This is an optimization exercise on Yosys and OpenROAD, whose aim is small area and a short achievable clock period, not a production implementation.
RTL that was checked went through simulation tests only; none was proved equivalent to the original.
Power is estimated from default activity; no workload was simulated.

==> flow/design.v <==
package mem_responder_pkg;
   localparam int N_RING   = 4;
   localparam int RING_LEN = 64;
   localparam int POS_W    = 6;
   localparam int WSTEP    = 5;
   localparam int RSTEP    = 3;
   localparam int INVERT   = 0;
   localparam logic [3:0] NOP = 4'd0;
   localparam logic [3:0] ADD = 4'd1;
   localparam logic [3:0] SUB = 4'd2;
   localparam logic [3:0] AND = 4'd3;
   localparam logic [3:0] NOT = 4'd4;
   localparam logic [3:0] RD  = 4'd5;
   localparam logic [3:0] WR  = 4'd6;
   localparam logic [3:0] BR  = 4'd7;
   localparam logic [3:0] BRZ = 4'd8;
   function automatic logic is_store(input logic [3:0] op);
      return (op == WR);
   endfunction
endpackage
module mem_array #(
   parameter int unsigned word_sz  = 16,
   parameter int unsigned n_ring   = 2,
   parameter int unsigned ring_len = 128,
   parameter int unsigned wstep    = 5,
   parameter int unsigned rstep    = 3,
   parameter int unsigned invert   = 0
) (
   input  logic                  i_clk,
   input  logic [n_ring-1:0]     i_wring,
   input  logic [7:0]            i_wlo,
   input  logic [ring_len/8-1:0] i_whi,
   input  logic [n_ring-1:0]     i_wring_n,
   input  logic [7:0]            i_wlo_n,
   input  logic [ring_len/8-1:0] i_whi_n,
   input  logic [word_sz-1:0]    i_wdata,
   input  logic [n_ring*ring_len-1:0] i_rsel,
   input  logic                  i_csel,
   input  logic                  i_xsel,
   input  logic [word_sz-1:0]    i_xdata,
   input  logic                  i_hold,
   input  logic [word_sz-1:0]    i_hdata,
   output logic [word_sz-1:0]    o_rdata
);
   localparam int unsigned N = n_ring * ring_len;
   logic [N-1:0][word_sz-1:0] r_cell;
   function automatic logic inv_at(input int unsigned p);
      inv_at = (invert != 0) && (((p / wstep) % 2) == 1);
   endfunction
   always_ff @(posedge i_clk) begin
      for (int r = 0; r < n_ring; r++) begin
         for (int p = 0; p < ring_len; p++) begin
            if (p % wstep == 0 && invert == 0) begin
               if (i_wring[r]
                   && i_wlo[((p + ring_len - 1) % ring_len) % 8]
                   && i_whi[((p + ring_len - 1) % ring_len) / 8])
                  r_cell[r * ring_len + p] <= i_wdata;
               else
                  r_cell[r * ring_len + p] <= r_cell[r * ring_len + (p + ring_len - 1) % ring_len];
            end else if (p % wstep == 0) begin
               r_cell[r * ring_len + p] <= ~(
                  ({word_sz{i_wring[r]
                            & i_wlo[((p + ring_len - 1) % ring_len) % 8]
                            & i_whi[((p + ring_len - 1) % ring_len) / 8]}}
                   & (inv_at(p) ? i_wdata : ~i_wdata))
                | ({word_sz{i_wring_n[r]
                            | i_wlo_n[((p + ring_len - 1) % ring_len) % 8]
                            | i_whi_n[((p + ring_len - 1) % ring_len) / 8]}}
                   & r_cell[r * ring_len + (p + ring_len - 1) % ring_len]));
            end else begin
               r_cell[r * ring_len + p] <= r_cell[r * ring_len + p - 1];
            end
         end
      end
   end
   logic [word_sz-1:0] w_true;      
   logic [word_sz-1:0] w_comp;      
   always_comb begin
      w_true     = ({word_sz{i_xsel}} & i_xdata) | ({word_sz{i_hold}} & i_hdata);
      w_comp     = '0;
      for (int r = 0; r < n_ring; r++)
         for (int p = 0; p < ring_len; p++)
            if (p % rstep == 0 || p == ring_len - 1) begin
               if (inv_at(p)) begin
                  w_comp = w_comp | ({word_sz{i_rsel[r * ring_len + p]}}
                                     & r_cell[r * ring_len + p]);
               end else begin
                  w_true = w_true | ({word_sz{i_rsel[r * ring_len + p]}}
                                     & r_cell[r * ring_len + p]);
               end
            end
   end
   assign o_rdata = w_true | ({word_sz{i_csel}} & ~w_comp);
endmodule
import mem_responder_pkg::*;
module mem_responder #(
   parameter int unsigned word_sz     = 16,
   parameter int unsigned mem_sz      = 256,
   parameter int unsigned wait_cycles = 2
) (
   input  logic               clk,
   input  logic               rst,
   input  logic               bus_req_valid,
   output logic               bus_req_ready,
   input  logic               bus_req_write,
   input  logic [word_sz-1:0] bus_req_addr,
   input  logic [word_sz-1:0] bus_req_wdata,
   output logic               bus_rsp_valid,
   input  logic               bus_rsp_ready,
   output logic [word_sz-1:0] bus_rsp_rdata,
   output logic               bus_rsp_err
);
   localparam int unsigned NR     = mem_responder_pkg::N_RING;
   localparam int unsigned RING_W = $clog2(NR);
   localparam int unsigned POS_W  = mem_responder_pkg::POS_W;
   localparam int unsigned LEN    = mem_responder_pkg::RING_LEN;
   localparam int unsigned NHI    = LEN / 8;
   logic               r_live;      
   logic               r_ready;     
   logic               r_s1;        
   logic               r_s2;        
   logic               r_s3;        
   logic               r_valid;     
   logic               r_err;       
   logic               r_wr;        
   logic [word_sz-1:0] r_wdata;
   logic [NR-1:0]      r_rring;     
   logic [NR-1:0]      r_wring;     
   logic [7:0]         r_lo;        
   logic [NHI-1:0]     r_hi;        
   logic [NR-1:0]      r_wring_n;   
   logic [7:0]         r_lo_n;
   logic [NHI-1:0]     r_hi_n;
   logic [word_sz-1:0] r_rsp_rdata;
   logic [NR*LEN-1:0]  r_rsel;      
   logic               r_csel;      
   logic               r_xsel;      
   logic [POS_W-1:0]   r_rot;       
   logic               w_accept;
   logic               w_in_range;
   logic [POS_W-1:0]   w_at;
   logic [NR-1:0]      w_ring;
   logic               w_whit;      
   logic [word_sz-1:0] w_arr_rdata;
   assign w_accept   = r_ready && bus_req_valid;
   assign w_in_range = (32'(bus_req_addr) < mem_sz);
   assign w_at       = bus_req_addr[POS_W-1:0] + r_rot;
   always_comb begin
      w_ring = '0;
      w_ring[bus_req_addr[POS_W +: RING_W]] = 1'b1;
   end
   logic [7:0]         w_lo_nx;
   logic [NHI-1:0]     w_hi_nx;
   logic [NR-1:0]      w_rring_nx;
   logic [NR*LEN-1:0]  w_rsel_nx;
   logic               w_csel_nx;
   always_comb begin
      if (w_accept) begin
         w_lo_nx    = 8'b1 << w_at[2:0];
         w_hi_nx    = NHI'(1) << w_at[POS_W-1:3];
         w_rring_nx = (!bus_req_write && w_in_range) ? w_ring : '0;
      end else begin
         w_lo_nx    = {r_lo[6:0], r_lo[7]};
         w_hi_nx    = r_lo[7] ? {r_hi[NHI-2:0], r_hi[NHI-1]} : r_hi;
         w_rring_nx = r_s3 ? '0 : r_rring;
      end
      w_rsel_nx = '0;
      w_csel_nx = 1'b0;
      for (int r = 0; r < NR; r++)
         for (int p = 0; p < LEN; p++)
            if (p % mem_responder_pkg::RSTEP == 0 || p == LEN - 1) begin
               w_rsel_nx[r * LEN + p] = w_rring_nx[r] && w_lo_nx[p % 8] && w_hi_nx[p / 8];
               if (mem_responder_pkg::INVERT != 0 && ((p / mem_responder_pkg::WSTEP) % 2) == 1)
                  w_csel_nx = w_csel_nx || w_rsel_nx[r * LEN + p];
            end
   end
   always_ff @(posedge clk or negedge rst) begin
      if (!rst) begin
         r_live  <= 1'b0;
         r_ready <= 1'b0;
         r_s1    <= 1'b0;
         r_s2    <= 1'b0;
         r_s3    <= 1'b0;
         r_valid <= 1'b0;
         r_rring <= '0;
      end else begin
         r_live  <= 1'b1;
         r_ready <= !r_live || (r_ready && !bus_req_valid) || (r_valid && bus_rsp_ready);
         r_s1    <= w_accept;
         r_s2    <= r_s1;
         r_s3    <= r_s2;
         r_valid <= r_s3 || (r_valid && !bus_rsp_ready);
         r_rring <= w_rring_nx;
      end
   end
   always_ff @(posedge clk) begin
      r_rot  <= r_rot + 1'b1;
      r_lo   <= w_lo_nx;
      r_lo_n <= ~w_lo_nx;
      r_hi   <= w_hi_nx;
      r_hi_n <= ~w_hi_nx;
      r_rsel <= w_rsel_nx;
      r_csel <= w_csel_nx;
      r_xsel <= w_accept && (bus_req_write || !w_in_range);
      if (w_accept) begin
         r_err   <= !w_in_range;
         r_wr    <= bus_req_write && w_in_range;
         r_wdata <= bus_req_wdata;
         r_wring   <= (bus_req_write && w_in_range) ? w_ring : '0;
         r_wring_n <= (bus_req_write && w_in_range) ? ~w_ring : '1;
      end else if (w_whit) begin
         r_wring   <= '0;
         r_wring_n <= '1;
      end
      r_rsp_rdata <= w_arr_rdata;
   end
   always_comb begin
      w_whit = 1'b0;
      for (int p = 0; p < LEN; p++)
         if (p % mem_responder_pkg::WSTEP == 0)
            w_whit = w_whit || (r_lo[((p + LEN - 1) % LEN) % 8] && r_hi[((p + LEN - 1) % LEN) / 8]);
   end
   mem_array #(
      .word_sz  (word_sz),
      .n_ring   (NR),
      .ring_len (LEN),
      .wstep    (mem_responder_pkg::WSTEP),
      .rstep    (mem_responder_pkg::RSTEP),
      .invert   (mem_responder_pkg::INVERT)
   ) u_mem_array (
      .i_clk     (clk),
      .i_wring   (r_wring),
      .i_wlo     (r_lo),
      .i_whi     (r_hi),
      .i_wring_n (r_wring_n),
      .i_wlo_n   (r_lo_n),
      .i_whi_n   (r_hi_n),
      .i_wdata   (r_wdata),
      .i_rsel    (r_rsel),
      .i_csel    (r_csel),
      .i_xsel    (r_xsel && r_wr),
      .i_xdata   (r_wdata),
      .i_hold    (!((|r_rsel) || r_xsel)),
      .i_hdata   (r_rsp_rdata),
      .o_rdata   (w_arr_rdata)
   );
   assign bus_req_ready = r_ready;
   assign bus_rsp_valid = r_valid;
   assign bus_rsp_rdata = r_rsp_rdata;
   assign bus_rsp_err   = r_err;
endmodule
export LEC_CHECK = 0
export ABC_CLOCK_PERIOD_IN_PS = 2500
export CAP_MARGIN = 20
export CORE_MARGIN = 2
export CORE_UTILIZATION = 45
export SETUP_SLACK_MARGIN = 2.0
export SLEW_MARGIN = 20
create_clock -name core_clock -period 4.5 [get_ports {clk}]
standard.sh (not shown) runs the stock make flow with config.mk's settings and CLKGATE_MAP_FILE= SYNTH_SCRIPT=/design/flow/synth_recipe.tcl, a recipe that flattens the netlist after the stock synthesis.
==> flow/flow/run.sh <==
#!/bin/bash
# Standard layout with a leaner clock tree: no dummy loads, larger sink clusters.
export CTS_ARGS="-sink_clustering_enable -repair_clock_nets -dont_use_dummy_load -buf_list {sky130_fd_sc_hd__clkbuf_8 sky130_fd_sc_hd__clkbuf_16} -sink_clustering_size 30 -sink_clustering_max_diameter 60"
bash standard.sh > standard.log 2>&1
Rerun with:
--- a/flow/design.v
+++ b/flow/design.v
@@ -132,8 +132,9 @@
    logic [7:0]         r_lo_n;
    logic [NHI-1:0]     r_hi_n;
    logic [word_sz-1:0] r_rsp_rdata;
    logic [NR*LEN-1:0]  r_rsel;      
+   logic               r_rhit;      
    logic               r_csel;      
    logic               r_xsel;      
    logic [POS_W-1:0]   r_rot;       
    logic               w_accept;
@@ -152,8 +153,9 @@
    logic [7:0]         w_lo_nx;
    logic [NHI-1:0]     w_hi_nx;
    logic [NR-1:0]      w_rring_nx;
    logic [NR*LEN-1:0]  w_rsel_nx;
+   logic               w_rhit_nx;
    logic               w_csel_nx;
    always_comb begin
       if (w_accept) begin
          w_lo_nx    = 8'b1 << w_at[2:0];
@@ -164,13 +166,15 @@
          w_hi_nx    = r_lo[7] ? {r_hi[NHI-2:0], r_hi[NHI-1]} : r_hi;
          w_rring_nx = r_s3 ? '0 : r_rring;
       end
       w_rsel_nx = '0;
+      w_rhit_nx = 1'b0;
       w_csel_nx = 1'b0;
       for (int r = 0; r < NR; r++)
          for (int p = 0; p < LEN; p++)
             if (p % mem_responder_pkg::RSTEP == 0 || p == LEN - 1) begin
                w_rsel_nx[r * LEN + p] = w_rring_nx[r] && w_lo_nx[p % 8] && w_hi_nx[p / 8];
+               w_rhit_nx = w_rhit_nx || w_rsel_nx[r * LEN + p];
                if (mem_responder_pkg::INVERT != 0 && ((p / mem_responder_pkg::WSTEP) % 2) == 1)
                   w_csel_nx = w_csel_nx || w_rsel_nx[r * LEN + p];
             end
    end
@@ -199,8 +203,9 @@
       r_lo_n <= ~w_lo_nx;
       r_hi   <= w_hi_nx;
       r_hi_n <= ~w_hi_nx;
       r_rsel <= w_rsel_nx;
+      r_rhit <= w_rhit_nx;
       r_csel <= w_csel_nx;
       r_xsel <= w_accept && (bus_req_write || !w_in_range);
       if (w_accept) begin
          r_err   <= !w_in_range;
@@ -239,9 +244,9 @@
       .i_rsel    (r_rsel),
       .i_csel    (r_csel),
       .i_xsel    (r_xsel && r_wr),
       .i_xdata   (r_wdata),
-      .i_hold    (!((|r_rsel) || r_xsel)),
+      .i_hold    (!(r_rhit || r_xsel)),
       .i_hdata   (r_rsp_rdata),
       .o_rdata   (w_arr_rdata)
    );
    assign bus_req_ready = r_ready;
Count of clock-buffer cells in the layout went down by 3.
Global-route usage is lower by 0.63 points.
Via count goes down by 0.67%.
Power drops by 2.0%.
Clock skew increases by 0.015 ns.
Worst setup slack loses 0.043 ns.
Design area went down by 1.6%.
Sequential cell count rises by 1.
Synthesized cell count came out higher by 0.86%.
Hold slack is worse by 0.014 ns.
Fmax falls by 1.7%.
Final cell count decreases by 1.1%.
Routed wire length shrinks by 2.2%.
The RTL of the first run of this note was laid out without a check of its function.

## re-timing with driven ports
No port has a modelled driver above. Below, the same layouts with a new extraction and two added sets of constraints. Step 1: set_driving_cell puts a clkbuf_16 on clk and a buf_2 on each other input, an assumption about the parent block. Step 2 times the ports against the registers' clock, not the clock port: input delays grow and output delays shrink by t, the midpoint of the rising clock arrivals with the driver on. Three values: ideal ports, drivers, drivers and shift; two values: the first two.
run | t (ns) | setup WS [ns] | worst hold slack (ns) | worst slew at a driven data input, ns
the first run | 0.944 | 1.942 / 1.938 / 1.167 | 0.252 / 0.252 / 0.252 | 0.11
the second run | 0.955 | 1.899 / 1.899 / 1.034 | 0.238 / 0.238 / 0.238 | 0.05
After both steps every run listed still meets setup and hold. For the second run, which loses most, drivers alone change the setup slack by 0.000 ns; drivers and shift together by -0.865 ns.
